Context: an optimization exercise on an open-source flow, tuned for small area and a short achievable clock period. The choices shown serve that exercise and are no tape-out recipe. At most, simulation tests tie the RTL to the original design; equivalence was not proved. For runs 1, 2, 5 and 6, only the layout was checked, not whether the RTL still works. Power figures rest on the tool's default switching activity, not on a simulated workload.

$ cat flow/run.sh
#!/bin/bash
# synth_recipe.tcl (not shown) runs the flow's synth.tcl, then flattens the netlist and writes it again
# the make line also repeats each setting of config.mk as NAME=value (left out here)
make -C /OpenROAD-flow-scripts/flow DESIGN_CONFIG=/design/flow/config.mk WORK_HOME=/design/flow/orfs CLKGATE_MAP_FILE= SYNTH_SCRIPT=/design/flow/synth_recipe.tcl finish
$ cat flow/config.mk
export PLATFORM = sky130hd
export DESIGN_NAME = sensor_min_max_avg_tracker
export DESIGN_NICKNAME = sensor_min_max_avg_tracker
export VERILOG_FILES = /design/flow/design.v
export SDC_FILE = /design/flow/constraint.sdc
export NUM_CORES = 4
export LEC_CHECK = 0
export CAP_MARGIN = 20
export CORE_MARGIN = 2
export CORE_UTILIZATION = 60
export SLEW_MARGIN = 20
$ cat flow/constraint.sdc
create_clock -name core_clock -period 6.5 [get_ports {clock}]
set_input_delay 1.3000 -clock core_clock [delete_from_list [all_inputs] [get_ports {clock}]]
set_output_delay 1.3000 -clock core_clock [all_outputs]
set_load 0.01 [all_outputs]
$ cat flow/design.v
package smmat_pkg;
   localparam int QUEUE_DEPTH = 4;
   localparam int PERIOD_W    = 24;
   localparam int STAMP_W     = 25;
   localparam int VALUE_W     = 17;
   localparam int NUM_CH      = 3;
   localparam logic [1:0] CSR_FULL_STATS    = 2'd0;
   localparam logic [1:0] CSR_SAMPLE_PERIOD = 2'd1;
   localparam logic [1:0] CSR_REPORT_PERIOD = 2'd2;
   localparam logic [1:0] CH_TEMP = 2'd0;
   localparam logic [1:0] CH_VIS  = 2'd1;
   localparam logic [1:0] CH_IR   = 2'd2;
   localparam logic [PERIOD_W-1:0] SAMPLE_PERIOD_RESET = 24'd3600;
   localparam logic [PERIOD_W-1:0] REPORT_PERIOD_RESET = 24'd86400;
   localparam logic signed [7:0]         TEMP_HIGH_RESET  = 8'sh80;
   localparam logic signed [7:0]         TEMP_LOW_RESET   = 8'sh7F;
   localparam logic [15:0]               LIGHT_TOP        = 16'hFFFF;
   localparam logic [15:0]               LIGHT_HIGH_RESET = 16'h0000;
   localparam logic signed [STAMP_W-1:0] STAMP_NONE       = 25'h1FFFFFF;
   localparam int TICK_W = 8 + 16 + 16 + STAMP_W + 1 + 1;
   localparam int REP_W = 4 * VALUE_W + 2 * STAMP_W;
endpackage
module smmat_queue #(
   parameter int DEPTH = smmat_pkg::QUEUE_DEPTH,
   parameter int WIDTH = smmat_pkg::TICK_W
) (
   input  logic             clock,
   input  logic             reset,
   input  logic             push,
   input  logic [WIDTH-1:0] wdata,
   input  logic             pop,
   output logic [WIDTH-1:0] rdata,
   output logic             full,
   output logic             empty
);
   logic [DEPTH-1:0][WIDTH-1:0] entry_ff;
   logic [DEPTH-1:0]            v_ff;
   assign full  = v_ff[DEPTH-1];
   assign empty = !v_ff[0];
   assign rdata = entry_ff[0];
   for (genvar i = 0; i < DEPTH; i++) begin : g_entry
      logic prev_v;
      logic next_v;
      logic take_next;
      logic load;
      if (i == 0) begin : g_first
         assign prev_v = 1'b1;
      end else begin : g_mid
         assign prev_v = v_ff[i-1];
      end
      if (i == DEPTH - 1) begin : g_last
         assign next_v = 1'b0;
         assign take_next = 1'b0;
      end else begin : g_nlast
         assign next_v = v_ff[i+1];
         assign take_next = next_v;
      end
      assign load = pop ? 1'b1 : (push && prev_v && !v_ff[i]);
      always_ff @(posedge clock) begin
         if (load) begin
            entry_ff[i] <= (pop && take_next) ? entry_ff[(i == DEPTH - 1) ? i : i + 1] : wdata;
         end
      end
      always_ff @(posedge clock) begin
         if (reset) begin
            v_ff[i] <= 1'b0;
         end else if (push && !pop) begin
            v_ff[i] <= prev_v;
         end else if (pop && !push) begin
            v_ff[i] <= next_v;
         end
      end
   end
endmodule
module smmat_front (
   input  logic                                 clock,
   input  logic                                 reset,
   input  logic                                 req_push,
   output logic                                 req_full,
   input  logic                                 req_func,
   input  logic signed [7:0]                    req_temp_sample,
   input  logic [15:0]                          req_visible_sample,
   input  logic [15:0]                          req_infrared_sample,
   input  logic                                 full_stats,
   input  logic [smmat_pkg::PERIOD_W-1:0]       sample_period,
   input  logic [smmat_pkg::PERIOD_W-1:0]       report_period,
   input  logic                                 q_full,
   output logic                                 tick_push,
   output logic [smmat_pkg::TICK_W-1:0]         tick
);
   localparam int PW = smmat_pkg::PERIOD_W;
   logic [PW-1:0]                        countdown_ff;
   logic signed [smmat_pkg::STAMP_W-1:0] cd_next;
   logic                                 accept;
   logic                                 report;
   assign req_full  = q_full;
   assign accept    = req_push && !q_full;
   assign cd_next   = $signed({1'b0, countdown_ff}) - $signed({1'b0, sample_period});
   assign report    = (countdown_ff <= sample_period);
   assign tick_push = accept && !req_func;
   assign tick = {req_temp_sample, req_visible_sample, req_infrared_sample,
                  cd_next, report, full_stats};
   always_ff @(posedge clock) begin
      if (reset) begin
         countdown_ff <= smmat_pkg::REPORT_PERIOD_RESET;
      end else if (accept) begin
         countdown_ff <= (req_func || report) ? report_period : cd_next[PW-1:0];
      end
   end
endmodule
module smmat_back (
   input  logic                                     clock,
   input  logic                                     reset,
   input  logic [smmat_pkg::TICK_W-1:0]             head,
   input  logic                                     q_empty,
   output logic                                     q_pop,
   output logic                                     rsp_empty,
   input  logic                                     rsp_pop,
   output logic [1:0]                               rsp_channel,
   output logic signed [smmat_pkg::VALUE_W-1:0]     rsp_current,
   output logic signed [smmat_pkg::VALUE_W-1:0]     rsp_average,
   output logic signed [smmat_pkg::VALUE_W-1:0]     rsp_maximum,
   output logic signed [smmat_pkg::STAMP_W-1:0]     rsp_max_time,
   output logic signed [smmat_pkg::VALUE_W-1:0]     rsp_minimum,
   output logic signed [smmat_pkg::STAMP_W-1:0]     rsp_min_time,
   output logic                                     rsp_last
);
   localparam int SW = smmat_pkg::STAMP_W;
   localparam int VW = smmat_pkg::VALUE_W;
   logic signed [7:0]    head_temp;
   logic [15:0]          head_vis;
   logic [15:0]          head_ir;
   logic [SW-1:0]        head_stamp;
   logic                 head_report;
   logic                 head_full;
   assign {head_temp, head_vis, head_ir, head_stamp, head_report, head_full} = head;
   logic rep_valid_ff;
   logic sel_t_ff, sel_v_ff, sel_i_ff;    
   logic fresh_ff;                        
   logic head_rep;                        
   logic pop_tick;                        
   logic rep_load;                        
   logic vi_load;                         
   logic out_load;                        
   assign head_rep = !q_empty && head_report;
   assign pop_tick = !q_empty && !head_report;
   assign rep_load = head_rep && (!rep_valid_ff || (rsp_pop && sel_i_ff));
   assign q_pop    = pop_tick || rep_load;
   assign vi_load  = head_rep && (!rep_valid_ff || sel_i_ff);
   assign out_load = (rsp_pop && rep_valid_ff) || (head_rep && !rep_valid_ff);
   always_ff @(posedge clock) begin
      if (reset) begin
         rep_valid_ff <= 1'b0;
         sel_t_ff     <= 1'b1;
         sel_v_ff     <= 1'b0;
         sel_i_ff     <= 1'b0;
      end else if (rep_load) begin
         rep_valid_ff <= 1'b1;
         sel_t_ff     <= 1'b1;
         sel_v_ff     <= 1'b0;
         sel_i_ff     <= 1'b0;
      end else if (rsp_pop && rep_valid_ff) begin
         rep_valid_ff <= !sel_i_ff;
         sel_t_ff     <= sel_i_ff;
         sel_v_ff     <= sel_t_ff;
         sel_i_ff     <= sel_v_ff;
      end
   end
   always_ff @(posedge clock) begin
      if (reset || rep_load) begin
         fresh_ff <= 1'b1;
      end else if (pop_tick) begin
         fresh_ff <= 1'b0;
      end
   end
   localparam logic [7:0] T_MIN = 8'h80;
   localparam logic [7:0] T_MAX = 8'h7F;
   logic signed [7:0]    t_cur_ff, t_avg_ff, t_max_ff, t_min_ff;
   logic [SW-1:0]        t_maxt_ff, t_mint_ff;
   logic signed [7:0]    t_cur, t_avg, t_max, t_min;    
   logic [SW-1:0]        t_maxt, t_mint;
   logic signed [8:0]    tsum0, tsum1;
   logic signed [7:0]    t_avg_new;
   logic                 t_gt, t_lt;
   logic                 t_max_upd, t_min_upd;
   assign t_cur  = fresh_ff ? T_MAX : t_cur_ff;
   assign t_avg  = fresh_ff ? T_MAX : t_avg_ff;
   assign t_max  = fresh_ff ? T_MIN : t_max_ff;
   assign t_min  = fresh_ff ? T_MAX : t_min_ff;
   assign t_maxt = fresh_ff ? '1 : t_maxt_ff;
   assign t_mint = fresh_ff ? '1 : t_mint_ff;
   assign tsum0     = {head_temp[7], head_temp} + {t_cur[7], t_cur};
   assign tsum1     = {head_temp[7], head_temp} + {t_cur[7], t_cur} + 9'sd1;
   assign t_avg_new = tsum0[8] ? tsum1[8:1] : tsum0[8:1];
   assign t_gt      = fresh_ff ? (head_temp != T_MIN) : (head_temp > t_max_ff);
   assign t_lt      = fresh_ff ? (head_temp != T_MAX) : (head_temp < t_min_ff);
   assign t_max_upd = head_full && t_gt;
   assign t_min_upd = head_full && t_lt;
   always_ff @(posedge clock) begin
      if (pop_tick) begin
         t_cur_ff <= head_temp;
         if (head_full || fresh_ff) begin
            t_avg_ff <= head_full ? t_avg_new : T_MAX;
         end
         if (t_max_upd || fresh_ff) begin
            t_max_ff  <= head_full ? head_temp : T_MIN;
            t_maxt_ff <= t_max_upd ? head_stamp : '1;
         end
         if (t_min_upd || fresh_ff) begin
            t_min_ff  <= head_full ? head_temp : T_MAX;
            t_mint_ff <= t_min_upd ? head_stamp : '1;
         end
      end
   end
   logic [VW-1:0] tr_cur, tr_avg, tr_max, tr_min;
   logic [SW-1:0] tr_maxt, tr_mint;
   logic [7:0]    tr_avg8, tr_max8, tr_min8;
   assign tr_avg8 = head_full ? t_avg_new : t_avg;
   assign tr_max8 = t_max_upd ? head_temp : t_max;
   assign tr_min8 = t_min_upd ? head_temp : t_min;
   assign tr_cur  = {{9{head_temp[7]}}, head_temp};
   assign tr_avg  = {{9{tr_avg8[7]}}, tr_avg8};
   assign tr_max  = {{9{tr_max8[7]}}, tr_max8};
   assign tr_min  = {{9{tr_min8[7]}}, tr_min8};
   assign tr_maxt = t_max_upd ? head_stamp : t_maxt;
   assign tr_mint = t_min_upd ? head_stamp : t_mint;
   logic [1:0][VW-1:0] lr_cur, lr_avg, lr_max, lr_min;
   logic [1:0][SW-1:0] lr_maxt, lr_mint;
   for (genvar i = 0; i < 2; i++) begin : g_light
      logic [15:0]   s;
      logic [15:0]   cur_ff, avg_ff, max_ff, min_ff;
      logic [SW-1:0] maxt_ff, mint_ff;
      logic [15:0]   cur, avg, max, min;
      logic [SW-1:0] maxt, mint;
      logic [16:0]   lsum;
      logic          gt, lt, max_upd, min_upd;
      assign s    = (i == 0) ? head_vis : head_ir;
      assign cur  = fresh_ff ? 16'hFFFF : cur_ff;
      assign avg  = fresh_ff ? 16'hFFFF : avg_ff;
      assign max  = fresh_ff ? 16'h0000 : max_ff;
      assign min  = fresh_ff ? 16'hFFFF : min_ff;
      assign maxt = fresh_ff ? '1 : maxt_ff;
      assign mint = fresh_ff ? '1 : mint_ff;
      assign lsum = {1'b0, s} + {1'b0, cur};
      assign gt   = fresh_ff ? (s != 16'h0000) : (s > max_ff);
      assign lt   = fresh_ff ? (s != 16'hFFFF) : (s < min_ff);
      assign max_upd = head_full && gt;
      assign min_upd = head_full && lt;
      always_ff @(posedge clock) begin
         if (pop_tick) begin
            cur_ff <= s;
            if (head_full || fresh_ff) begin
               avg_ff <= head_full ? lsum[16:1] : 16'hFFFF;
            end
            if (max_upd || fresh_ff) begin
               max_ff  <= head_full ? s : 16'h0000;
               maxt_ff <= max_upd ? head_stamp : '1;
            end
            if (min_upd || fresh_ff) begin
               min_ff  <= head_full ? s : 16'hFFFF;
               mint_ff <= min_upd ? head_stamp : '1;
            end
         end
      end
      assign lr_cur[i]  = {1'b0, s};
      assign lr_avg[i]  = {1'b0, head_full ? lsum[16:1] : avg};
      assign lr_max[i]  = {1'b0, max_upd ? s : max};
      assign lr_min[i]  = {1'b0, min_upd ? s : min};
      assign lr_maxt[i] = max_upd ? head_stamp : maxt;
      assign lr_mint[i] = min_upd ? head_stamp : mint;
   end
   logic [1:0][15:0]   vi_cur_ff, vi_avg_ff, vi_max_ff, vi_min_ff;
   logic [1:0][SW-1:0] vi_maxt_ff, vi_mint_ff;
   always_ff @(posedge clock) begin
      if (vi_load) begin
         vi_cur_ff[0]  <= lr_cur[0][15:0];
         vi_avg_ff[0]  <= lr_avg[0][15:0];
         vi_max_ff[0]  <= lr_max[0][15:0];
         vi_min_ff[0]  <= lr_min[0][15:0];
         vi_maxt_ff[0] <= lr_maxt[0];
         vi_mint_ff[0] <= lr_mint[0];
         vi_cur_ff[1]  <= lr_cur[1][15:0];
         vi_avg_ff[1]  <= lr_avg[1][15:0];
         vi_max_ff[1]  <= lr_max[1][15:0];
         vi_min_ff[1]  <= lr_min[1][15:0];
         vi_maxt_ff[1] <= lr_maxt[1];
         vi_mint_ff[1] <= lr_mint[1];
      end
   end
   logic [VW-1:0] out_cur_ff, out_avg_ff, out_max_ff, out_min_ff;
   logic [SW-1:0] out_maxt_ff, out_mint_ff;
   logic          next_is_t;    
   logic          next_vi;      
   assign next_is_t = !rep_valid_ff || sel_i_ff;
   assign next_vi   = sel_v_ff;
   always_ff @(posedge clock) begin
      if (out_load) begin
         if (next_is_t) begin
            out_cur_ff  <= tr_cur;
            out_avg_ff  <= tr_avg;
            out_max_ff  <= tr_max;
            out_min_ff  <= tr_min;
            out_maxt_ff <= tr_maxt;
            out_mint_ff <= tr_mint;
         end else begin
            out_cur_ff  <= {1'b0, vi_cur_ff[next_vi]};
            out_avg_ff  <= {1'b0, vi_avg_ff[next_vi]};
            out_max_ff  <= {1'b0, vi_max_ff[next_vi]};
            out_min_ff  <= {1'b0, vi_min_ff[next_vi]};
            out_maxt_ff <= vi_maxt_ff[next_vi];
            out_mint_ff <= vi_mint_ff[next_vi];
         end
      end
   end
   assign rsp_empty    = !rep_valid_ff;
   assign rsp_channel  = {sel_i_ff, sel_v_ff};
   assign rsp_last     = sel_i_ff;
   assign rsp_current  = out_cur_ff;
   assign rsp_average  = out_avg_ff;
   assign rsp_maximum  = out_max_ff;
   assign rsp_minimum  = out_min_ff;
   assign rsp_max_time = out_maxt_ff;
   assign rsp_min_time = out_mint_ff;
endmodule
module sensor_min_max_avg_tracker #(
   parameter int QUEUE_DEPTH = smmat_pkg::QUEUE_DEPTH
) (
   input  logic                                 clock,
   input  logic                                 reset,
   input  logic                                 req_push,
   output logic                                 req_full,
   input  logic                                 req_func,
   input  logic signed [7:0]                    req_temp_sample,
   input  logic [15:0]                          req_visible_sample,
   input  logic [15:0]                          req_infrared_sample,
   output logic                                 rsp_empty,
   input  logic                                 rsp_pop,
   output logic [1:0]                           rsp_channel,
   output logic signed [smmat_pkg::VALUE_W-1:0] rsp_current,
   output logic signed [smmat_pkg::VALUE_W-1:0] rsp_average,
   output logic signed [smmat_pkg::VALUE_W-1:0] rsp_maximum,
   output logic signed [smmat_pkg::STAMP_W-1:0] rsp_max_time,
   output logic signed [smmat_pkg::VALUE_W-1:0] rsp_minimum,
   output logic signed [smmat_pkg::STAMP_W-1:0] rsp_min_time,
   output logic                                 rsp_last,
   input  logic                                 csr_valid,
   output logic                                 csr_ready,
   input  logic [1:0]                           csr_index,
   input  logic [smmat_pkg::PERIOD_W-1:0]       csr_data
);
   logic                                full_stats_ff;
   logic [smmat_pkg::PERIOD_W-1:0]      sample_period_ff;
   logic [smmat_pkg::PERIOD_W-1:0]      report_period_ff;
   logic                                csr_write;
   logic                                tick_push;
   logic                                q_pop;
   logic [smmat_pkg::TICK_W-1:0]        tick;
   logic [smmat_pkg::TICK_W-1:0]        head;
   logic                                q_full;
   logic                                q_empty;
   assign csr_ready = 1'b1;
   assign csr_write = csr_valid && csr_ready;
   always_ff @(posedge clock) begin
      if (reset) begin
         full_stats_ff    <= 1'b1;
         sample_period_ff <= smmat_pkg::SAMPLE_PERIOD_RESET;
         report_period_ff <= smmat_pkg::REPORT_PERIOD_RESET;
      end else if (csr_write) begin
         unique case (csr_index)
            smmat_pkg::CSR_FULL_STATS:    full_stats_ff    <= csr_data[0];
            smmat_pkg::CSR_SAMPLE_PERIOD: sample_period_ff <= csr_data;
            smmat_pkg::CSR_REPORT_PERIOD: report_period_ff <= csr_data;
            default: ;
         endcase
      end
   end
   smmat_front u_front (
      .clock               (clock),
      .reset               (reset),
      .req_push            (req_push),
      .req_full            (req_full),
      .req_func            (req_func),
      .req_temp_sample     (req_temp_sample),
      .req_visible_sample  (req_visible_sample),
      .req_infrared_sample (req_infrared_sample),
      .full_stats          (full_stats_ff),
      .sample_period       (sample_period_ff),
      .report_period       (report_period_ff),
      .q_full              (q_full),
      .tick_push           (tick_push),
      .tick                (tick)
   );
   smmat_queue #(
      .DEPTH (QUEUE_DEPTH),
      .WIDTH (smmat_pkg::TICK_W)
   ) u_queue (
      .clock  (clock),
      .reset  (reset),
      .push   (tick_push),
      .wdata  (tick),
      .pop    (q_pop),
      .rdata  (head),
      .full   (q_full),
      .empty  (q_empty)
   );
   smmat_back u_back (
      .clock        (clock),
      .reset        (reset),
      .head         (head),
      .q_empty      (q_empty),
      .q_pop        (q_pop),
      .rsp_empty    (rsp_empty),
      .rsp_pop      (rsp_pop),
      .rsp_channel  (rsp_channel),
      .rsp_current  (rsp_current),
      .rsp_average  (rsp_average),
      .rsp_maximum  (rsp_maximum),
      .rsp_max_time (rsp_max_time),
      .rsp_minimum  (rsp_minimum),
      .rsp_min_time (rsp_min_time),
      .rsp_last     (rsp_last)
   );
endmodule
==> impl_metrics.toml, run 1 <==
[outcome]
outcome = "timing/DRC/antenna clean"

[synth]
synth_top_family_by_area = "simple AND/OR/NAND/NOR gates"
synth_ff_type = "edfxtp_1"
ys.warnings.count = 4
synth-adder-area-share_pct = 4.066
synth_cell_type_count = 87
syn_area_sq_um = 45670
ys_ff_latch = 1006
synth_compound_area_share_pct = 11.47
synthArstFlopShare_pct = 0
yosysSeqAreaShare_pct = 64.35
synthSimpleGateAreaFrac_pct = 12.93
avgSynthCellArea_sq_um = 12.23
synth_nets = 3951
synth_edf_count = 924
synthMuxAreaShare_pct = 2.926
synth_xor_area_share_pct = 1.008
syn_inst = 3733

[cts]
cts_hold_buf = 0
clock_sinks = 1006
cts_resized = 0
numCtsBuffers = 102
cts_setup_buffers = 0
clk_pin_slew_ps = 60
cts_tree = "done"
clockBufferDepth = 3
cts-root-buf = "clkbuf_16"
clock_latency_ps = 670
htree_num_levels = 3

[die]
initial_core_util_pct = 60.33
num_rows = 101
num_io_pins = 196
dieArea_sq_um = 78340
core-area_sq_um = 75700
fp.dieW_um = 279.9
die_h_um = 279.9

[detailed_routing]
drc = 0
drt.antenna.violating_nets = 0
drt_first_pass_iters = 6
drtIter0Drc = 3197
wl_mm = 109.8
wl_per_cell_um = 22.22
vias = 29931
routed_via_density = 6.059

[timing]
setup-violations-final = 0
final.min_clock_period_ps = 3786
max_clock_freq_mhz = 264.1
rsz0062_at_grt = "no"
hold_violations = 0
setup_ws_ps = 2714
fin_crit_sh_pct = 58.24
relSlewSlack_pct = 25.22
fin_tns_setup_ps = 0
finalMaxSlewViolations = 0
worstMarginPinSlew_ps = 1118
finClkSkew_ps = 24.77
whs_ps = 455.4

[min_path]
min-delay-start = "report_period_ff[22]"
worstHoldPathType = "reg -> reg"
min_to = "report_period_ff[22]"
hold-path-cell-count = 2

[placed_design]
port_buffers = 194
dp_hpwl_mm = 70.80
gp_congestion = 0.9211
place_ws_ps = 2172

[finish]
multi_input_area_sq_um = 14940
regArea_sq_um = 29390
fin_util_pct = 68.61
finalNetCount = 4092
areaGrowthSynthToFinish_pct = 13.72
fillers = 5378
drive_gt1_share_pct = 10.83
final_common_cell = "edfxtp_1"
mostFrequentLayoutCells = "edfxtp_1 (924), nand2_1 (710), clkdlybuf4s50_1 (193)"

[global_routing]
grt_overflow = 0
grt_max_degree = 96
grt_use_met1_pct = 41.38
grt.busiest_layer = "met2"
antenna_found_initial = 1
use_met2_pct = 43.53
grt_pass1_wl_mm = 169.0
use_met3_pct = 3.995
grt_pass1_vias = 29331
gr-usage-all-layers_pct = 27.95

[setup_path]
r2r-start = "u_back.fresh_ff"
critPathLaunchType = "flip-flop"
cp_slowest_cell = "a211oi_4"
crit_chain = "buf_4 > or2_2 > ha_1 > inv_1 > fa_1 > nor2b_1 > o21a_1 > or3_1 > nand4_1 > or2_1 > o311a_1 > a211oi_4 > a21oi_1"
cp.arrival_ps = 4150
reg2reg_setup_slack_ps = 2710
crit_family = "compound AO/OA/AOI/OAI gates"
crit_fanout = 47
cp_num_buf_inv = 2
crit_path_end_kind = "flip-flop"
critPathKind = "reg -> reg"
worst_ep_required_time_ps = 6870
max_stage_delay_ps = 510
rr_worst_depth = 13
rr_endpoint = "u_back.out_avg_ff[8]"

[job]
cap_violations = 0

[power]
p_leak_uw = 0.01864
power_density_nw_per_um2 = 296.7
peakVddDrop_mv = 0.2418
==> area by class of cell <==
| class | instances | share of cell area, % |
|---|---|---|
| Sequential cell | 1006 | 56.60 |
| Multi-Input combinational cell | 2361 | 28.77 |
| Clock buffer | 124 | 5.259 |
| Timing Repair Buffer | 258 | 4.727 |
| Tap cell | 978 | 2.356 |
| Clock inverter | 66 | 1.226 |
| Inverter | 145 | 1.048 |
| Antenna cell | 2 | 0.009637 |
==> worst reg2reg max path, cell delays in order, from the launching register on <==
cell      delay (ps)
dfxtp_2          350
buf_4            460
or2_2            230
ha_1             170
inv_1             60
fa_1             440
nor2b_1          140
o21a_1           160
or3_1            120
nand4_1          130
or2_1            260
o311a_1          370
a211oi_4         510
a21oi_1          100
==> per-stage QoR <==
step | total power, uW | instance area, sq um | std cells
global placement | 9563 | 48500 | 4746
detailed placement | 9644 | 48550 | 4748
global route | 15940 | 51930 | 4938
CTS | 15470 | 51920 | 4938
floorplan | 9020 | 45690 | 3733
finish | 15410 | 51930 | 4940
==> Yosys cell counts (all sizes together) (44+ instances only) <==
library cell | number | area (sq um)
edfxtp | 924 | 27750
nand2 | 720 | 2713
o21ai | 175 | 883.3
clkbuf | 163 | 614.3
a21oi | 155 | 790.8
inv | 145 | 544.3
ha | 142 | 1777
or2 | 141 | 882.1
o22a | 132 | 1156
mux2i | 129 | 1291
nor2 | 115 | 431.7
nand2b | 105 | 656.9
dfxtp | 82 | 1642
buf | 58 | 317.8
o21a | 44 | 330.3
==> registers in the layout (all words and copies together) (netlist names), 50 cells and up <==
register / flops
u_queue.entry_ff: 268
u_back.g_light.maxt_ff: 50
u_back.g_light.mint_ff: 50
u_back.vi_maxt_ff: 50
u_back.vi_mint_ff: 50
==> how the worst max path moves through the flow <==
| stage | startpoint | end | slack (ps) | cells past startpoint |
|---|---|---|---|---|
| after CTS | u_queue.entry_ff[60] | u_back.out_maxt_ff[18] | 2500 | 10 |
| after floorplan | req_push | u_queue.entry_ff[0] | 1410 | 3 |
| after global placement | req_push | u_queue.entry_ff[100] | 2240 | 6 |
| after global routing | u_back.fresh_ff | u_back.out_avg_ff[13] | 2510 | 13 |
| after detailed placement | req_push | u_queue.entry_ff[101] | 2170 | 6 |
| final | u_back.fresh_ff | u_back.out_avg_ff[8] | 2710 | 13 |
==> where the power goes <==
| group | switching [uW] | leakage (uW) | internal (uW) | total, uW |
|---|---|---|---|---|
| Sequential | 197 | 0.00902 | 7490 | 7690 |
| Combinational | 1090 | 0.00795 | 749 | 1840 |
| Clock | 2480 | 0.00167 | 3400 | 5880 |
| Total | 3770 | 0.0186 | 11600 | 15400 |
==> per-layer routing <==
metal | routed length (um) | part of all wire, % | up-vias
met5 | 12 | 0.011 | -
met2 | 50060 | 46 | 1103
li1 | - | - | 13860
met1 | 49500 | 45 | 14812
met3 | 7836 | 7.1 | 154
met4 | 2343 | 2.1 | 2
==> logic make-up (layout without fill, tap and decap cells) <==
group / after synthesis / count (layout)
compound gates: 749 / 749
xor+xnor: 50 / 50
fa+ha+maj: 146 / 146
buf+inv: 366 / 593
flops: 1006 / 1006
mux: 133 / 133
other cells: 1 / 3
simple gates: 1282 / 1282
==> inputs of run 2 (changes only) <==
--- a/flow/config.mk
+++ b/flow/config.mk
@@ -9,3 +9,4 @@
 export CORE_MARGIN = 2
 export CORE_UTILIZATION = 60
+export SETUP_SLACK_MARGIN = 3.5
 export SLEW_MARGIN = 20
==> impl_metrics.toml, run 2 <==
[outcome]
outcome = "timing/DRC/antenna clean"

[synth]
synth_nets = 3951
synth_ff_type = "edfxtp_1"
yosysSeqAreaShare_pct = 64.35
synth.most_common_cell = "edfxtp_1"
synth_top_area_share_pct = 60.76
syn_area_sq_um = 45670
synthTopCellsByCount = "edfxtp_1 (924), nand2_1 (718), o21ai_0 (162)"
ys_top_cells_by_area = "edfxtp_1 (61%), nand2_1 (5.9%), ha_1 (3.9%)"
avgSynthCellArea_sq_um = 12.23
ys.warnings.count = 4
synth_cell_type_count = 87
ys_ff_latch = 1006
synthArstFlopShare_pct = 0
synth_edf_count = 924
syn_inst = 3733
synth_area_leader_cell = "edfxtp_1"

[power]
p_leak_uw = 0.01986
peakVddDrop_mv = 0.2622
power_density_nw_per_um2 = 283.1

[setup_path]
cp.arrival_ps = 3530
crit_fanout = 7
crit_path_end_kind = "flip-flop"
worst_ep_required_time_ps = 6860
critPathLaunchType = "flip-flop"
critPathKind = "reg -> reg"

[die]
num_rows = 101
core-area_sq_um = 75700
initial_core_util_pct = 60.33
die_h_um = 279.9
dieArea_sq_um = 78340
fp.dieW_um = 279.9
num_io_pins = 196

[timing]
final.min_clock_period_ps = 3170
worstMarginPinSlew_ps = 1195
finClkSkew_ps = 23.58
setup_ws_ps = 3330
relSlewSlack_pct = 20.30
setup-violations-final = 0
hold_violations = 0
rsz0062_at_grt = "yes"
fin_crit_sh_pct = 48.76
finalMaxSlewViolations = 0
fin_tns_setup_ps = 0
max_clock_freq_mhz = 315.5
whs_ps = 454.6

[global_routing]
grt_max_degree = 119
use_met3_pct = 4.687
antenna_found_initial = 4
gr-usage-all-layers_pct = 29.36
use_met2_pct = 46.90
grt_pass1_wl_mm = 175.2
grt_use_met1_pct = 41.67
grt_pass1_vias = 29694
grt_overflow = 0
grt.busiest_layer = "met2"

[cts]
clockBufferDepth = 3
clock_sinks = 1006
clk_pin_slew_ps = 60
cts_tree = "done"
clock_latency_ps = 670
cts-root-buf = "clkbuf_16"
cts_hold_buf = 0
htree_num_levels = 3
numCtsBuffers = 102

[detailed_routing]
drt.antenna.violating_nets = 0
routed_via_density = 6.167
drtIter0Drc = 3564
vias = 31552
drc = 0
drt_first_pass_iters = 8
wl_mm = 123.2
wl_per_cell_um = 24.08

[finish]
mostFrequentLayoutCells = "edfxtp_1 (924), nand2_1 (707), clkdlybuf4s50_1 (188)"
fin_util_pct = 72.70
final_common_cell = "edfxtp_1"
finalNetCount = 4268
areaGrowthSynthToFinish_pct = 20.51
largest_register_ffs = 268
largest-register = "u_queue.entry_ff"
drive_gt1_share_pct = 18.31
stdcell_count = 5116

[placed_design]
place_ws_ps = 2642
dp_hpwl_mm = 69.49
port_buffers = 194
dp_cells = 4744
gp_congestion = 0.8956

[job]
cap_violations = 0

[min_path]
worstHoldPathType = "reg -> reg"
-- run 2: report_power, final --
group | switching, uW | leakage [uW] | internal [uW]
Sequential | 184 | 0.00903 | 7490
Combinational | 1260 | 0.00926 | 952
Clock | 2460 | 0.00157 | 3240
-- run 2: area by class of cell --
cell class / count / area [sq um]
Sequential cell: 1006 / 29400
Timing Repair Buffer: 413 / 4234
Tap cell: 978 / 1224
Inverter: 145 / 558.0
Fill cell: 5071 / 20660
Clock buffer: 121 / 2663
Multi-Input combinational cell: 2382 / 16380
Antenna cell: 3 / 7.507
Clock inverter: 68 / 559.3
-- run 2: cells by family (layout without fill, tap and decap cells) --
family,Yosys count,in the layout,synth area share [%]
adders and majority gates,146,146,4.066
DFF,1006,1006,64.35
and+or+nand+nor,1282,1297,12.93
xor gates and xnor gates,50,50,1.008
muxes,133,133,2.926
other,1,4,0.008211
AOI/OAI and AO/OA,749,755,11.47
buffers and inverters,366,747,3.233
-- run 2: stage by stage --
step / power (uW) / cell area [sq um]
2_1_floorplan: 9034 / 46030
6_report: 15580 / 55030
3_3_place_gp: 9570 / 48690
5_1_grt: 16080 / 55030
3_5_place_dp: 9642 / 48690
4_1_cts: 15360 / 52900
-- run 2: what timing repair did --
item,4_1_cts,5_1_grt
setup buffers,56,85
resized for setup,89,246
pin swaps,15,74
endpoints found under the setup margin,1011,1060
gates cloned,13,26
-- run 2: worst max-delay path, cell delays in order, from the launching register on --
cell and delay (ps):
dfxtp_4 390, buf_6 150, buf_4 150, or2_4 280
ha_4 270, a21oi_4 160, xnor2_1 160, nand4_1 140
or2_1 270, o311a_4 380, a211oi_4 180, buf_4 160
buf_12 130, a21oi_1 50
-- run 2: worst paths after layout --
kind / startpoint / to / slack, ps / cells after the start
setup / recovery: u_back.fresh_ff / u_back.out_avg_ff[7] / 3330 / 13
hold / removal: sample_period_ff[14] / sample_period_ff[14] / 450 / 2
setup reg to reg: u_back.fresh_ff / u_back.out_avg_ff[7] / 3330 / 13
hold reg to reg: sample_period_ff[14] / sample_period_ff[14] / 450 / 2
-- run 2: metal layers --
metal | vias up | share of wire (%)
met1 | 15583 | 41
met4 | 4 | 3.1
met5 | - | 0.021
met3 | 234 | 8.5
li1 | 14254 | -
met2 | 1477 | 48
==> inputs of run 3 (changes only) <==
--- a/flow/design.v
+++ b/flow/design.v
@@ -56,8 +56,8 @@
          assign take_next = next_v;
       end
-      assign load = pop ? 1'b1 : (push && prev_v && !v_ff[i]);
+      assign load = pop || !v_ff[i];
       always_ff @(posedge clock) begin
          if (load) begin
-            entry_ff[i] <= (pop && take_next) ? entry_ff[(i == DEPTH - 1) ? i : i + 1] : wdata;
+            entry_ff[i] <= take_next ? entry_ff[(i == DEPTH - 1) ? i : i + 1] : wdata;
          end
       end
@@ -180,5 +180,4 @@
    logic signed [7:0]    t_cur, t_avg, t_max, t_min;    
    logic [SW-1:0]        t_maxt, t_mint;
-   logic signed [8:0]    tsum0, tsum1;
    logic signed [7:0]    t_avg_new;
    logic                 t_gt, t_lt;
@@ -190,7 +189,11 @@
    assign t_maxt = fresh_ff ? '1 : t_maxt_ff;
    assign t_mint = fresh_ff ? '1 : t_mint_ff;
-   assign tsum0     = {head_temp[7], head_temp} + {t_cur[7], t_cur};
-   assign tsum1     = {head_temp[7], head_temp} + {t_cur[7], t_cur} + 9'sd1;
-   assign t_avg_new = tsum0[8] ? tsum1[8:1] : tsum0[8:1];
+   function automatic logic [7:0] t_half(input logic [7:0] a, input logic [7:0] b);
+      logic [9:0] s0, s1;
+      s0 = {a[7], a, 1'b0} + {b[7], b, 1'b0};
+      s1 = {a[7], a, 1'b1} + {b[7], b, 1'b1};
+      t_half = s0[9] ? s1[9:2] : s0[9:2];
+   endfunction
+   assign t_avg_new = fresh_ff ? t_half(head_temp, T_MAX) : t_half(head_temp, t_cur_ff);
    assign t_gt      = fresh_ff ? (head_temp != T_MIN) : (head_temp > t_max_ff);
    assign t_lt      = fresh_ff ? (head_temp != T_MAX) : (head_temp < t_min_ff);
@@ -242,5 +245,5 @@
       assign maxt = fresh_ff ? '1 : maxt_ff;
       assign mint = fresh_ff ? '1 : mint_ff;
-      assign lsum = {1'b0, s} + {1'b0, cur};
+      assign lsum = fresh_ff ? ({1'b0, s} + 17'h0FFFF) : ({1'b0, s} + {1'b0, cur_ff});
       assign gt   = fresh_ff ? (s != 16'h0000) : (s > max_ff);
       assign lt   = fresh_ff ? (s != 16'hFFFF) : (s < min_ff);
--- a/flow/config.mk
+++ b/flow/config.mk
@@ -9,4 +9,4 @@
 export CORE_MARGIN = 2
 export CORE_UTILIZATION = 60
-export SETUP_SLACK_MARGIN = 3.5
+export SETUP_SLACK_MARGIN = 4.0
 export SLEW_MARGIN = 20
==> impl_metrics.toml, run 3 <==
[outcome]
outcome = "timing/DRC/antenna clean"

[setup_path]
crit_fanout = 7
cp.arrival_ps = 3580
cp_slowest_cell = "edfxtp_1"
worstSetupEndpoint = "u_back.vi_maxt_ff[32]"
rr_endpoint = "u_back.vi_maxt_ff[32]"
crit_top_cell = "o21a_1"
reg2reg_setup_slack_ps = 3330
crit_path_end_kind = "flip-flop"
critPathLaunchType = "flip-flop"
crit_chain = "buf_4 > ha_1 > nor2b_1 > o21a_1 > o21a_1 > o21a_1 > o21ai_2 > a21oi_4 > buf_6 > buf_6 > buf_8 > or2_4 > o22a_1"
rr_worst_depth = 13
worst_ep_required_time_ps = 6910
r2r-start = "u_queue.entry_ff[28]"
critPathKind = "reg -> reg"
max_stage_delay_ps = 430
startpoint = "u_queue.entry_ff[28]"

[job]
cap_violations = 0

[power]
switching_share_pct = 26.89
combPwrFrac_pct = 21.2
p_leak_uw = 0.02272
clkPwrFrac_pct = 32.6
switchingPower_uw = 4821
peakVddDrop_mv = 0.2685
power_density_nw_per_um2 = 288.0
seq_power_share_pct = 46.2
power.internal_uw = 13110

[die]
initial_core_util_pct = 60.36
core-area_sq_um = 75700
num_rows = 101
num_io_pins = 196
fp.dieW_um = 279.9
dieArea_sq_um = 78370
die_h_um = 279.9

[finish]
largest_register_ffs = 268
mostFrequentLayoutCells = "edfxtp_1 (924), nand2_1 (267), buf_4 (236)"
largest-register = "u_queue.entry_ff"
fin_util_pct = 82.24
fillers = 3780
drive_gt1_share_pct = 39.60
areaGrowthSynthToFinish_pct = 36.26
final_common_cell = "edfxtp_1"
finalNetCount = 4343

[min_path]
worstHoldPathType = "reg -> reg"

[synth]
avgSynthCellArea_sq_um = 13.08
synth_ff_type = "edfxtp_1"
synth_area_leader_cell = "edfxtp_1"
synth_cell_type_count = 79
synth_top_area_share_pct = 60.73
ys.warnings.count = 4
yosysSeqAreaShare_pct = 64.32
synth_nets = 3711
ys_top_cells_by_area = "edfxtp_1 (61%), ha_1 (3.9%), dfxtp_1 (3.6%)"
synth.most_common_cell = "edfxtp_1"
synthArstFlopShare_pct = 0
synth_edf_count = 924
synthTopCellsByCount = "edfxtp_1 (924), nand2_1 (288), o21ai_0 (196)"
ys_ff_latch = 1006
syn_area_sq_um = 45690
syn_inst = 3492

[cts]
clock_sinks = 1006
cts_hold_buf = 0
cts_tree = "done"
cts-root-buf = "clkbuf_16"
numCtsBuffers = 103
clockBufferDepth = 3
clock_latency_ps = 680
clk_pin_slew_ps = 60
htree_num_levels = 3

[global_routing]
gr-usage-all-layers_pct = 35.45
grt_pass1_vias = 32625
grt_pass1_wl_mm = 207.0
antenna_found_initial = 7
grt_max_degree = 119
grt_overflow = 0

[detailed_routing]
routed_via_density = 6.668
vias = 34567
drt.antenna.violating_nets = 0
drc = 0
drt_first_pass_iters = 6
wl_mm = 155.4
drtIter0Drc = 4592
wl_per_cell_um = 29.97

[timing]
final.min_clock_period_ps = 3166
fin_tns_setup_ps = 0
relSlewSlack_pct = 38.09
max_clock_freq_mhz = 315.9
finClkSkew_ps = 23.92
hold_violations = 0
fin_crit_sh_pct = 48.71
finalMaxSlewViolations = 0
worstMarginPinSlew_ps = 928.6
setup-violations-final = 0
rsz0062_at_grt = "yes"

[placed_design]
port_buffers = 194
gp_congestion = 0.8873
dp_hpwl_mm = 70.91
## run 3: final cells by class
class	instances	area (sq um)	share of cell area, %
diodes	1	2.502	0.004020
multi-input cells	2142	19710	31.65
flip-flops and latches	1006	29430	47.28
inverters	159	623.1	1.001
repair inverters	1	7.507	0.01206
clock inverters	54	469.2	0.7537
well taps	978	1224	1.966
clock buffers	132	2809	4.512
repair buffers	711	7980	12.82
## run 3: per-stage QoR
| stage | setup slack [ps] | power (uW) | cells | instance area (sq um) | hold WS [ps] |
|---|---|---|---|---|---|
| floorplan | 1349 | 9662 | 3492 | 45800 | 431.9 |
| detailed placement | 2521 | 10410 | 4498 | 48600 | 446.2 |
| CTS | 3556 | 17090 | 5040 | 58770 | 458.1 |
| finish | 3334 | 17930 | 5184 | 62250 | 456.4 |
| global placement | 2527 | 10300 | 4498 | 48590 | 444.3 |
| global route | 3344 | 18380 | 5183 | 62250 | 476.1 |
## run 3: timing repair
item	in CTS	in global routing
resized for setup	1277	452
hold endpoints to repair	0	0
gates cloned	75	24
setup endpoints to repair	1331	1181
setup buffers	281	118
pin swaps	223	252
## run 3: kinds of logic after synthesis
kind of cell / synth area share [%]
DFF: 64.32
and+or+nand+nor: 9.670
AOI/OAI and AO/OA: 11.87
buffers and inverters: 3.144
muxes: 6.071
adders and majority gates: 4.108
xor gates and xnor gates: 0.8051
other: 0.008208
## run 3: metal layers
layer	share of wire, %	global-route usage, %
met1	37	48.83
met2	45	54.88
met3	11	7.615
met4	7.0	15.27
met5	0.028	0
## run 3: worst min-delay path by stage
| stage | start | end | slack [ps] | cells past startpoint |
|---|---|---|---|---|
| 6_report | sample_period_ff[21] | sample_period_ff[21] | 460 | 2 |
| 5_1_grt | u_front.countdown_ff[0] | u_front.countdown_ff[0] | 480 | 2 |
| 4_1_cts | sample_period_ff[21] | sample_period_ff[21] | 460 | 2 |
| 3_5_place_dp | u_front.countdown_ff[0] | u_front.countdown_ff[0] | 450 | 2 |
| 3_3_place_gp | sample_period_ff[12] | sample_period_ff[12] | 440 | 2 |
| 2_1_floorplan | u_front.countdown_ff[0] | u_front.countdown_ff[0] | 430 | 2 |
## run 3: power by group through the flow
| stage | logic (uW) | registers [uW] | clock network, uW |
|---|---|---|---|
| finish | 3810 | 8280 | 5840 |
| CTS | 3070 | 8200 | 5820 |
| floorplan | 1550 | 8110 | 0 |
| global route | 3970 | 8300 | 6110 |
| detailed placement | 2060 | 8340 | 0 |
| global placement | 1980 | 8320 | 0 |
## run 3: worst max-delay path, delay by kind of cell, from the launching register on
kind	cells	cell delay, ps
AOI/OAI and AO/OA	6	1120
buffers and inverters	4	570
DFF	1	430
and+or+nand+nor	2	470
adders and majority gates	1	320
==> inputs of run 4 (changes only) <==
--- a/flow/config.mk
+++ b/flow/config.mk
@@ -9,4 +9,4 @@
 export CORE_MARGIN = 2
 export CORE_UTILIZATION = 60
-export SETUP_SLACK_MARGIN = 4.0
+export SETUP_SLACK_MARGIN = 3.5
 export SLEW_MARGIN = 20
==> impl_metrics.toml, run 4 <==
[setup_path]
cp.arrival_ps = 3550
r2r-start = "u_queue.entry_ff[66]"
reg2reg_setup_slack_ps = 3480
startpoint = "u_queue.entry_ff[66]"
crit_fanout = 13
critPathKind = "reg -> reg"
crit_path_end_kind = "flip-flop"
worst_ep_required_time_ps = 7030
critPathLaunchType = "flip-flop"

[timing]
worstMarginPinSlew_ps = 1160
final.min_clock_period_ps = 3021
max_clock_freq_mhz = 331.1
setup-violations-final = 0
fin_crit_sh_pct = 46.47
rsz0062_at_grt = "yes"
whs_ps = 452.6
hold_violations = 0
setup_ws_ps = 3479
finClkSkew_ps = 31.81
fin_tns_setup_ps = 0
finalMaxSlewViolations = 0
relSlewSlack_pct = 22.66

[detailed_routing]
routed_via_density = 6.248
wl_mm = 117.6
wl_met1_mm = 51.90
drt_first_pass_iters = 5
drc = 0
dr.max_layer_used = "met5"
wl_met3_mm = 9.291
drtIter0Drc = 3300
met2_length_mm = 53.48
vias = 29974
wl_per_cell_um = 24.52
drt.antenna.violating_nets = 0

[cts]
clk_pin_slew_ps = 60
clockBufferDepth = 3
clock_sinks = 1006
numCtsBuffers = 101
cts_tree = "done"
htree_num_levels = 3
cts_hold_buf = 0
clock_latency_ps = 680
cts-root-buf = "clkbuf_16"

[synth]
synth_area_leader_cell = "edfxtp_1"
ys.warnings.count = 4
synth_xor_area_share_pct = 0.8051
syn_area_sq_um = 45690
avgSynthCellArea_sq_um = 13.08
synth_ff_type = "edfxtp_1"
syn_inst = 3492
synth_cell_type_count = 79
synth_top_area_share_pct = 60.73
yosysSeqAreaShare_pct = 64.32
synthArstFlopShare_pct = 0
synth.most_common_cell = "edfxtp_1"
synthTopCellsByCount = "edfxtp_1 (924), nand2_1 (288), o21ai_0 (196)"
synthMuxAreaShare_pct = 6.071
ys_top_cells_by_area = "edfxtp_1 (61%), ha_1 (3.9%), dfxtp_1 (3.6%)"
synth_nets = 3711
synth_compound_area_share_pct = 11.87
synth_edf_count = 924
ys_ff_latch = 1006
synthSimpleGateAreaFrac_pct = 9.670
synth_top_family_by_area = "compound AO/OA/AOI/OAI gates"
synth-adder-area-share_pct = 4.108

[power]
power_density_nw_per_um2 = 303.6
peakVddDrop_mv = 0.2206
p_leak_uw = 0.01912

[global_routing]
grt_max_degree = 103
grt_overflow = 0
grt_pass1_vias = 29075
gr-usage-all-layers_pct = 29.30
antenna_found_initial = 11
grt_pass1_wl_mm = 174.8

[placed_design]
place_ws_ps = 2413
port_buffers = 194
dp_hpwl_mm = 72.27
placed_cell_area_sq_um = 48550
dp_cells = 4495
gp_congestion = 0.9048

[finish]
fillers = 5184
drive_gt1_share_pct = 18.86
finalInstanceArea_sq_um = 53640
areaGrowthSynthToFinish_pct = 17.41
mostFrequentLayoutCells = "edfxtp_1 (924), nand2_1 (283), o21ai_0 (189)"
largest-register = "u_queue.entry_ff"
final_common_cell = "edfxtp_1"
finalNetCount = 3953
stdcell_count = 4797
largest_register_ffs = 268

[job]
cap_violations = 0

[die]
dieArea_sq_um = 78370
core-area_sq_um = 75700
fp.dieW_um = 279.9
num_io_pins = 196
initial_core_util_pct = 60.36
num_rows = 101
die_h_um = 279.9

[outcome]
outcome = "timing/DRC/antenna clean"

[min_path]
min-delay-start = "u_front.countdown_ff[0]"
worstHoldPathType = "reg -> reg"
run 4: what timing repair did:
action                                  in CTS  in global routing
cloned                                       7                  3
gates resized for setup                     98                 82
pin swaps                                    8                 24
buffers inserted                            43                 60
endpoints found under the hold margin        0                  0
endpoints found under the setup margin     757                534
run 4: power breakdown:
| part | internal (uW) | switching [uW] |
|---|---|---|
| clock network | 3310 | 2460 |
| registers | 7830 | 368 |
| logic | 1070 | 1240 |
run 4: layout make-up:
cell class | count | area [sq um] | area share, %
Clock buffer | 146 | 2831 | 5.279
Inverter | 159 | 605.6 | 1.129
Antenna cell | 1 | 2.502 | 0.004665
Clock inverter | 41 | 447.9 | 0.8350
Sequential cell | 1006 | 29410 | 54.83
Timing Repair Buffer | 346 | 3436 | 6.405
Multi-Input combinational cell | 2120 | 15680 | 29.24
Tap cell | 978 | 1224 | 2.281
run 4: worst max-delay path: stages (launching register included):
cell and delay [ps]:
edfxtp_1 350, buf_4 210, ha_2 440, nand2b_1 160, and3_1 230, a311oi_2 320, a31oi_2 160, o31a_1 290
o21a_1 190, o311ai_2 320, a31o_2 220
run 4: cells by family (layout without fill, tap and decap cells):
kind of cell,Yosys count,count (layout)
AOI/OAI and AO/OA,786,787
other,1,2
buffers and inverters,373,692
muxes,260,260
and+or+nand+nor,877,883
DFF,1006,1006
xor gates and xnor gates,42,42
adders and majority gates,147,147
run 4: routing by layer:
| layer | track usage, % | up-vias |
|---|---|---|
| met1 | 43.83 | 14920 |
| met5 | 0 | - |
| met2 | 45.07 | 1285 |
| li1 | - | 13570 |
| met3 | 4.737 | 197 |
| met4 | 7.541 | 2 |
run 4: worst paths after layout:
| kind | depth (start not counted) | to |
|---|---|---|
| setup / recovery | 10 | u_back.out_avg_ff[5] |
| hold / removal | 2 | u_front.countdown_ff[0] |
| setup reg to reg | 10 | u_back.out_avg_ff[5] |
| hold reg to reg | 2 | u_front.countdown_ff[0] |
run 4: metrics by stage:
step                      power, uW  util, %
after global routing          16860    70.86
after global placement        10310    64.13
final                         16280    70.86
after floorplan                9662        -
after detailed placement      10410    64.14
after CTS                     16230    69.60
==> inputs of run 5 (changes only) <==
--- a/flow/design.v
+++ b/flow/design.v
@@ -196,6 +196,11 @@
    endfunction
    assign t_avg_new = fresh_ff ? t_half(head_temp, T_MAX) : t_half(head_temp, t_cur_ff);
-   assign t_gt      = fresh_ff ? (head_temp != T_MIN) : (head_temp > t_max_ff);
-   assign t_lt      = fresh_ff ? (head_temp != T_MAX) : (head_temp < t_min_ff);
+   logic t_gt_raw, t_lt_raw;
+   smmat_gt #(.W(8)) u_t_gt (.a({!head_temp[7], head_temp[6:0]}), .b({!t_max_ff[7], t_max_ff[6:0]}),
+                             .gt(t_gt_raw));
+   smmat_gt #(.W(8)) u_t_lt (.a({!t_min_ff[7], t_min_ff[6:0]}), .b({!head_temp[7], head_temp[6:0]}),
+                             .gt(t_lt_raw));
+   assign t_gt      = fresh_ff ? (head_temp != T_MIN) : t_gt_raw;
+   assign t_lt      = fresh_ff ? (head_temp != T_MAX) : t_lt_raw;
    assign t_max_upd = head_full && t_gt;
    assign t_min_upd = head_full && t_lt;
@@ -246,6 +251,9 @@
       assign mint = fresh_ff ? '1 : mint_ff;
       assign lsum = fresh_ff ? ({1'b0, s} + 17'h0FFFF) : ({1'b0, s} + {1'b0, cur_ff});
-      assign gt   = fresh_ff ? (s != 16'h0000) : (s > max_ff);
-      assign lt   = fresh_ff ? (s != 16'hFFFF) : (s < min_ff);
+      logic gt_raw, lt_raw;
+      smmat_gt #(.W(16)) u_gt (.a(s), .b(max_ff), .gt(gt_raw));
+      smmat_gt #(.W(16)) u_lt (.a(min_ff), .b(s), .gt(lt_raw));
+      assign gt   = fresh_ff ? (s != 16'h0000) : gt_raw;
+      assign lt   = fresh_ff ? (s != 16'hFFFF) : lt_raw;
       assign max_upd = head_full && gt;
       assign min_upd = head_full && lt;
@@ -326,4 +334,30 @@
    assign rsp_min_time = out_mint_ff;
 endmodule
+module smmat_gt #(
+   parameter int W = 16
+) (
+   input  logic [W-1:0] a,
+   input  logic [W-1:0] b,
+   output logic         gt
+);
+   localparam int L = $clog2(W);
+   logic [L:0][W-1:0] g;    
+   logic [L:0][W-1:0] e;    
+   for (genvar i = 0; i < W; i++) begin : g_bit
+      assign g[0][i] = a[i] & !b[i];
+      assign e[0][i] = !(a[i] ^ b[i]);
+   end
+   for (genvar l = 0; l < L; l++) begin : g_lvl
+      for (genvar j = 0; j < (W >> (l + 1)); j++) begin : g_grp
+         assign g[l+1][j] = g[l][2*j+1] | (e[l][2*j+1] & g[l][2*j]);
+         assign e[l+1][j] = e[l][2*j+1] & e[l][2*j];
+      end
+      for (genvar j = (W >> (l + 1)); j < W; j++) begin : g_pad
+         assign g[l+1][j] = 1'b0;
+         assign e[l+1][j] = 1'b0;
+      end
+   end
+   assign gt = g[L][0];
+endmodule
 module sensor_min_max_avg_tracker #(
    parameter int QUEUE_DEPTH = smmat_pkg::QUEUE_DEPTH
==> impl_metrics.toml, run 5 <==
[placed_design]
dp_hpwl_mm = 73.01
dp_cells = 4478
port_buffers = 194
gp_congestion = 0.9052

[power]
combPwrFrac_pct = 14.9
clkPwrFrac_pct = 34.9
power.internal_uw = 12040
seq_power_share_pct = 50.3
peakVddDrop_mv = 0.2398
power_density_nw_per_um2 = 294.8
p_leak_uw = 0.01931
switchingPower_uw = 4028
switching_share_pct = 25.06

[finish]
multi_input_area_sq_um = 16100
areaGrowthSynthToFinish_pct = 20.19
largest-register = "u_queue.entry_ff"
finalNetCount = 4003
regArea_sq_um = 29410
fin_util_pct = 73.09
drive_gt1_share_pct = 22.02
largest_register_ffs = 268
final_common_cell = "edfxtp_1"
mostFrequentLayoutCells = "edfxtp_1 (924), nand2_1 (324), clkdlybuf4s50_1 (183)"
fillers = 4932
stdcell_count = 4841

[synth]
avgSynthCellArea_sq_um = 13.06
synth-adder-area-share_pct = 4.056
ys_ff_latch = 1006
yosysSeqAreaShare_pct = 64.81
synth_edf_count = 924
synth.most_common_cell = "edfxtp_1"
synth_area_leader_cell = "edfxtp_1"
synth_xor_area_share_pct = 0.8305
synth_top_family_by_area = "compound AO/OA/AOI/OAI gates"
synth_nets = 3689
ys.warnings.count = 4
syn_inst = 3473
synth_compound_area_share_pct = 10.90
synth_cell_type_count = 73
synthMuxAreaShare_pct = 6.412
syn_area_sq_um = 45350
synthArstFlopShare_pct = 0
synthSimpleGateAreaFrac_pct = 10.03
synth_top_area_share_pct = 61.19
synthTopCellsByCount = "edfxtp_1 (924), nand2_1 (333), o21ai_0 (207)"
synth_ff_type = "edfxtp_1"
ys_top_cells_by_area = "edfxtp_1 (61%), ha_1 (3.8%), dfxtp_1 (3.6%)"

[global_routing]
antenna_found_initial = 6
grt_max_degree = 119
grt_pass1_wl_mm = 177.5
gr-usage-all-layers_pct = 30.07
grt_pass1_vias = 29259
grt_overflow = 0

[detailed_routing]
drtIter0Drc = 3153
drt.antenna.violating_nets = 0
wl_mm = 119.2
routed_via_density = 6.214
drt_first_pass_iters = 6
vias = 30084
drc = 0
wl_per_cell_um = 24.61

[min_path]
worstHoldPathType = "reg -> reg"

[die]
num_io_pins = 196
initial_core_util_pct = 60.81
fp.dieW_um = 278.9
dieArea_sq_um = 77790
die_h_um = 278.9
num_rows = 100
core-area_sq_um = 74570

[timing]
rsz0062_at_grt = "yes"
max_clock_freq_mhz = 323.5
worstMarginPinSlew_ps = 1133
fin_tns_setup_ps = 0
finalMaxSlewViolations = 0
hold_violations = 0
fin_crit_sh_pct = 47.56
finClkSkew_ps = 24.90
final.min_clock_period_ps = 3091
relSlewSlack_pct = 24.49
setup-violations-final = 0

[setup_path]
rr_endpoint = "u_back.vi_avg_ff[14]"
worst_ep_required_time_ps = 6910
cp.arrival_ps = 3510
crit_fanout = 14
r2r-start = "u_back.fresh_ff"
critPathLaunchType = "flip-flop"
rr_worst_depth = 11
worstSetupEndpoint = "u_back.vi_avg_ff[14]"
reg2reg_setup_slack_ps = 3410
startpoint = "u_back.fresh_ff"
critPathKind = "reg -> reg"
crit_path_end_kind = "flip-flop"

[cts]
clk_pin_slew_ps = 60
htree_num_levels = 3
clock_sinks = 1006
clock_latency_ps = 670
cts_hold_buf = 0
cts_tree = "done"
clockBufferDepth = 3
cts-root-buf = "clkbuf_16"
numCtsBuffers = 101

[job]
cap_violations = 0

[outcome]
outcome = "timing/DRC/antenna clean"
[run 5: cell count changes after synthesis, sizes merged, moves of 17 or more]
cell    previous run  this run
clkbuf           171       153
o221ai            30         5
a22o              27         2
o21a              49       130
nand2b           103        76
o22a             130        25
nor2             119       151
nand2            288       333
o221a              1        25
mux2i            123       142
nor4              12        29
[run 5: final cells by class]
class | instances | share of cell area [%]
Timing Repair Buffer | 393 | 7.383
Sequential cell | 1006 | 53.97
Clock buffer | 115 | 4.773
Tap cell | 969 | 2.225
Antenna cell | 2 | 0.009183
Clock inverter | 71 | 1.040
Inverter | 150 | 1.063
Multi-Input combinational cell | 2135 | 29.54
[run 5: layer usage]
layer / routed length, um / share of wire [%] / global-route usage, %
met5: 27 / 0.023 / 0
met4: 2601 / 2.2 / 7.155
met3: 12170 / 10 / 6.786
met2: 53440 / 45 / 44.93
met1: 50920 / 43 / 45.15
[run 5: worst max-delay path, stage by stage, from the launching register on]
cell     delay, ps
dfxtp_4        370
buf_6          130
buf_12         140
or2_4          240
ha_4           170
or3_4          400
o32ai_4        270
o21ai_2        120
a211o_1        310
o31ai_4        240
mux2_4         330
o21a_1         110
[run 5: through the flow]
stage               hold slack, ps  power (uW)  cell area, sq um  worst slack, ps
floorplan                    431.4        9460             45460             1321
global placement             443.9       10090             48200             2162
detailed placement           448.4       10190             48240             2072
CTS                          456.4       15920             53020             3230
global route                 482.5       16640             54500             3334
finish                       459.0       16070             54500             3409
[run 5: worst min-delay path by stage]
stage                    startpoint              endpoint  slack, ps  cells past startpoint
5_1_grt        report_period_ff[10]  report_period_ff[10]        480                      2
4_1_cts        sample_period_ff[14]  sample_period_ff[14]        460                      2
3_3_place_gp    report_period_ff[0]   report_period_ff[0]        440                      2
3_5_place_dp   sample_period_ff[14]  sample_period_ff[14]        450                      2
6_report       sample_period_ff[14]  sample_period_ff[14]        460                      2
2_1_floorplan   report_period_ff[0]   report_period_ff[0]        430                      2
[run 5: logic make-up after synthesis]
family / after synthesis
flip-flops: 1006
other: 1
buffers and inverters: 343
AND/OR/NAND/NOR: 924
multiplexers: 274
XOR/XNOR: 43
AO/OA/AOI/OAI: 738
adder cells (fa/ha/maj): 144
[run 5: power by group through the flow]
| stage | sequential (uW) | clock, uW | combinational (uW) |
|---|---|---|---|
| global placement | 8200 | 0 | 1880 |
| detailed placement | 8220 | 0 | 1960 |
| CTS | 8070 | 5680 | 2170 |
| floorplan | 8080 | 0 | 1380 |
| global route | 8120 | 5930 | 2590 |
| finish | 8080 | 5600 | 2390 |
[run 5: timing repair]
action / in CTS / in global routing
gates cloned: 14 / 6
pin swaps: 27 / 71
buffers inserted: 96 / 59
endpoints found under the setup margin: 1035 / 688
gates resized for setup: 140 / 181
==> inputs of run 6 (changes only) <==
--- a/flow/config.mk
+++ b/flow/config.mk
@@ -8,5 +8,5 @@
 export CAP_MARGIN = 20
 export CORE_MARGIN = 2
-export CORE_UTILIZATION = 60
+export CORE_UTILIZATION = 70
 export SETUP_SLACK_MARGIN = 3.5
 export SLEW_MARGIN = 20
==> impl_metrics.toml, run 6 <==
[outcome]
outcome = "timing/DRC/antenna clean"

[synth]
synth.most_common_cell = "edfxtp_1"
ys.warnings.count = 4
synth_area_leader_cell = "edfxtp_1"
synth_nets = 3689
syn_area_sq_um = 45350
avgSynthCellArea_sq_um = 13.06
synth_edf_count = 924
synth_top_area_share_pct = 61.19
synthArstFlopShare_pct = 0
synthTopCellsByCount = "edfxtp_1 (924), nand2_1 (333), o21ai_0 (207)"
syn_inst = 3473
ys_ff_latch = 1006
ys_top_cells_by_area = "edfxtp_1 (61%), ha_1 (3.8%), dfxtp_1 (3.6%)"
yosysSeqAreaShare_pct = 64.81
synth_ff_type = "edfxtp_1"
synth_cell_type_count = 73

[cts]
clockBufferDepth = 3
clk_pin_slew_ps = 60
cts_tree = "done"
clock_latency_ps = 670
cts_hold_buf = 0
clock_sinks = 1006
htree_num_levels = 3
cts-root-buf = "clkbuf_16"
numCtsBuffers = 99

[power]
combPwrFrac_pct = 15.0
p_leak_uw = 0.01913
clkPwrFrac_pct = 34.5
switching_share_pct = 25.40
seq_power_share_pct = 50.4
peakVddDrop_mv = 0.2519
power_density_nw_per_um2 = 298.0
switchingPower_uw = 4080
power.internal_uw = 11980

[global_routing]
grt_pass1_vias = 29695
gr-usage-all-layers_pct = 34.61
grt_overflow = 0
grt_pass1_wl_mm = 176.0
grt_max_degree = 191
antenna_found_initial = 7

[placed_design]
gp_congestion = 0.9312
dp_hpwl_mm = 71.38
port_buffers = 194
dp_cells = 4370

[timing]
fin_crit_sh_pct = 47.99
finClkSkew_ps = 25.16
setup-violations-final = 0
fin_tns_setup_ps = 0
hold_violations = 0
worstMarginPinSlew_ps = 1226
relSlewSlack_pct = 18.03
final.min_clock_period_ps = 3119
max_clock_freq_mhz = 320.6
finalMaxSlewViolations = 0
rsz0062_at_grt = "yes"

[die]
num_rows = 93
dieArea_sq_um = 66830
die_h_um = 258.5
fp.dieW_um = 258.5
core-area_sq_um = 64230
initial_core_util_pct = 70.60
num_io_pins = 196

[setup_path]
cp_slowest_cell = "or3_4"
critPathKind = "reg -> reg"
crit_path_end_kind = "flip-flop"
worst_ep_required_time_ps = 6920
critPathLaunchType = "flip-flop"
crit_chain = "buf_8 > or2_4 > ha_4 > or3_4 > o32ai_4 > o21ai_2 > a211o_1 > o31ai_4 > mux2_4 > o21a_1"
crit_fanout = 6
cp.arrival_ps = 3540
max_stage_delay_ps = 400

[detailed_routing]
drc = 0
drt.antenna.violating_nets = 0
drt_first_pass_iters = 10
wl_per_cell_um = 26.01
wl_mm = 122.4
routed_via_density = 6.604
vias = 31087
drtIter0Drc = 4234

[finish]
stdcell_count = 4707
final_common_cell = "edfxtp_1"
largest-register = "u_queue.entry_ff"
largest_register_ffs = 268
finalNetCount = 3986
mostFrequentLayoutCells = "edfxtp_1 (924), nand2_1 (325), clkdlybuf4s50_1 (186)"
drive_gt1_share_pct = 21.22
areaGrowthSynthToFinish_pct = 18.88
fin_util_pct = 83.93

[min_path]
worstHoldPathType = "reg -> reg"

[job]
cap_violations = 0
run 6: cell counts after synthesis:
Identical to the previous run, type by type.
run 6: path summary, 6_finish.rpt:
| kind | cells past startpoint | endpoint | startpoint | slack, ps |
|---|---|---|---|---|
| worst max-delay path | 10 | u_back.vi_avg_ff[14] | u_back.fresh_ff | 3380 |
| worst min-delay path | 2 | report_period_ff[0] | report_period_ff[0] | 450 |
| worst max register to register | 10 | u_back.vi_avg_ff[14] | u_back.fresh_ff | 3380 |
| worst min register to register | 2 | report_period_ff[0] | report_period_ff[0] | 450 |
run 6: metrics by stage:
step                      cell area, sq um  hold slack [ps]  total power [uW]  setup slack [ps]
after global placement               48110            439.0             10050              2404
final                                53910            452.1             16060              3381
after global routing                 53910            466.3             16540              3331
after detailed placement             48120            446.4             10180              2506
after floorplan                      45460            431.4              9460              1321
after CTS                            52370            454.6             15790              3396
run 6: kinds of logic after synthesis:
group / after synthesis / synth area share (%)
and+or+nand+nor: 924 / 10.03
muxes: 274 / 6.412
other: 1 / 0.008270
xor gates and xnor gates: 43 / 0.8305
buffers and inverters: 343 / 2.952
AOI/OAI and AO/OA: 738 / 10.90
adders and majority gates: 144 / 4.056
DFF: 1006 / 64.81
run 6: worst max-delay path, delay by kind of cell, from the launching register on:
family                     cells  cell delay [ps]
adders and majority gates      1              170
buffers and inverters          1              150
and+or+nand+nor                2              660
muxes                          1              350
DFF                            1              370
AOI/OAI and AO/OA              5             1180
run 6: per-layer routing:
metal | GRT usage [%] | share of wire, %
met3 | 6.817 | 11
met4 | 10.52 | 4.0
met1 | 50.42 | 38
met2 | 53.59 | 46
met5 | 0 | 0.034
run 6: final cells by class:
class,count,area (sq um)
Clock inverter,54,479.2
Inverter,150,574.3
Antenna cell,1,2.502
Multi-Input combinational cell,2132,15870
Sequential cell,1006,29420
Tap cell,855,1070
Clock buffer,128,2629
Fill cell,3259,10320
Timing Repair Buffer,381,3871
run 6: repair_timing:
item	in CTS	in global routing
gates cloned	10	12
setup buffers	71	61
setup endpoints to repair	624	572
resized for setup	92	180
pin swaps	20	69
run 6: power by group through the flow:
stage / clock network (uW) / logic, uW / registers [uW]
finish: 5550 / 2420 / 8100
global route: 5820 / 2590 / 8120
CTS: 5560 / 2150 / 8070
detailed placement: 0 / 1960 / 8220
global placement: 0 / 1860 / 8190
floorplan: 0 / 1380 / 8080

## re-timing with driven ports
How much do the figures lean on ideal ports? The routed layouts below were timed once more, with nothing changed but the port constraints.
Step 1, drivers: a clkbuf_16 drives clock and a buf_2 each remaining input, both assumed.
Step 2 adds t to the input delays and takes it off the output delays; t is the mean of the earliest and latest rising clock arrival at the registers after step 1. Input paths then give back, and output paths get back, about the clock's delay inside the block.
Slacks: no drivers / after step 1 / after step 2; pairs: no drivers / after step 1.
run | t (ns) | setup slack, ns | latest minus earliest clock arrival (ns) | worst register clock-pin slew, ns
run 1 | 0.722 | 2.714 / 2.714 / 2.197 | 0.026 / 0.025 | 0.07 / 0.07
run 2 | 0.724 | 3.330 / 3.330 / 2.819 | 0.025 / 0.025 | 0.07 / 0.07
run 3 | 0.732 | 3.334 / 3.334 / 3.334 | 0.025 / 0.026 | 0.07 / 0.07
run 4 | 0.726 | 3.479 / 3.466 / 2.904 | 0.033 / 0.033 | 0.07 / 0.07
run 5 | 0.728 | 3.409 / 3.409 / 2.954 | 0.025 / 0.025 | 0.06 / 0.06
run 6 | 0.720 | 3.381 / 3.381 / 2.861 | 0.030 / 0.029 | 0.07 / 0.07
After both steps every run listed still meets setup and hold. The setup slack of run 4, which loses most, moves by -0.013 ns with the drivers and by -0.575 ns with both steps.
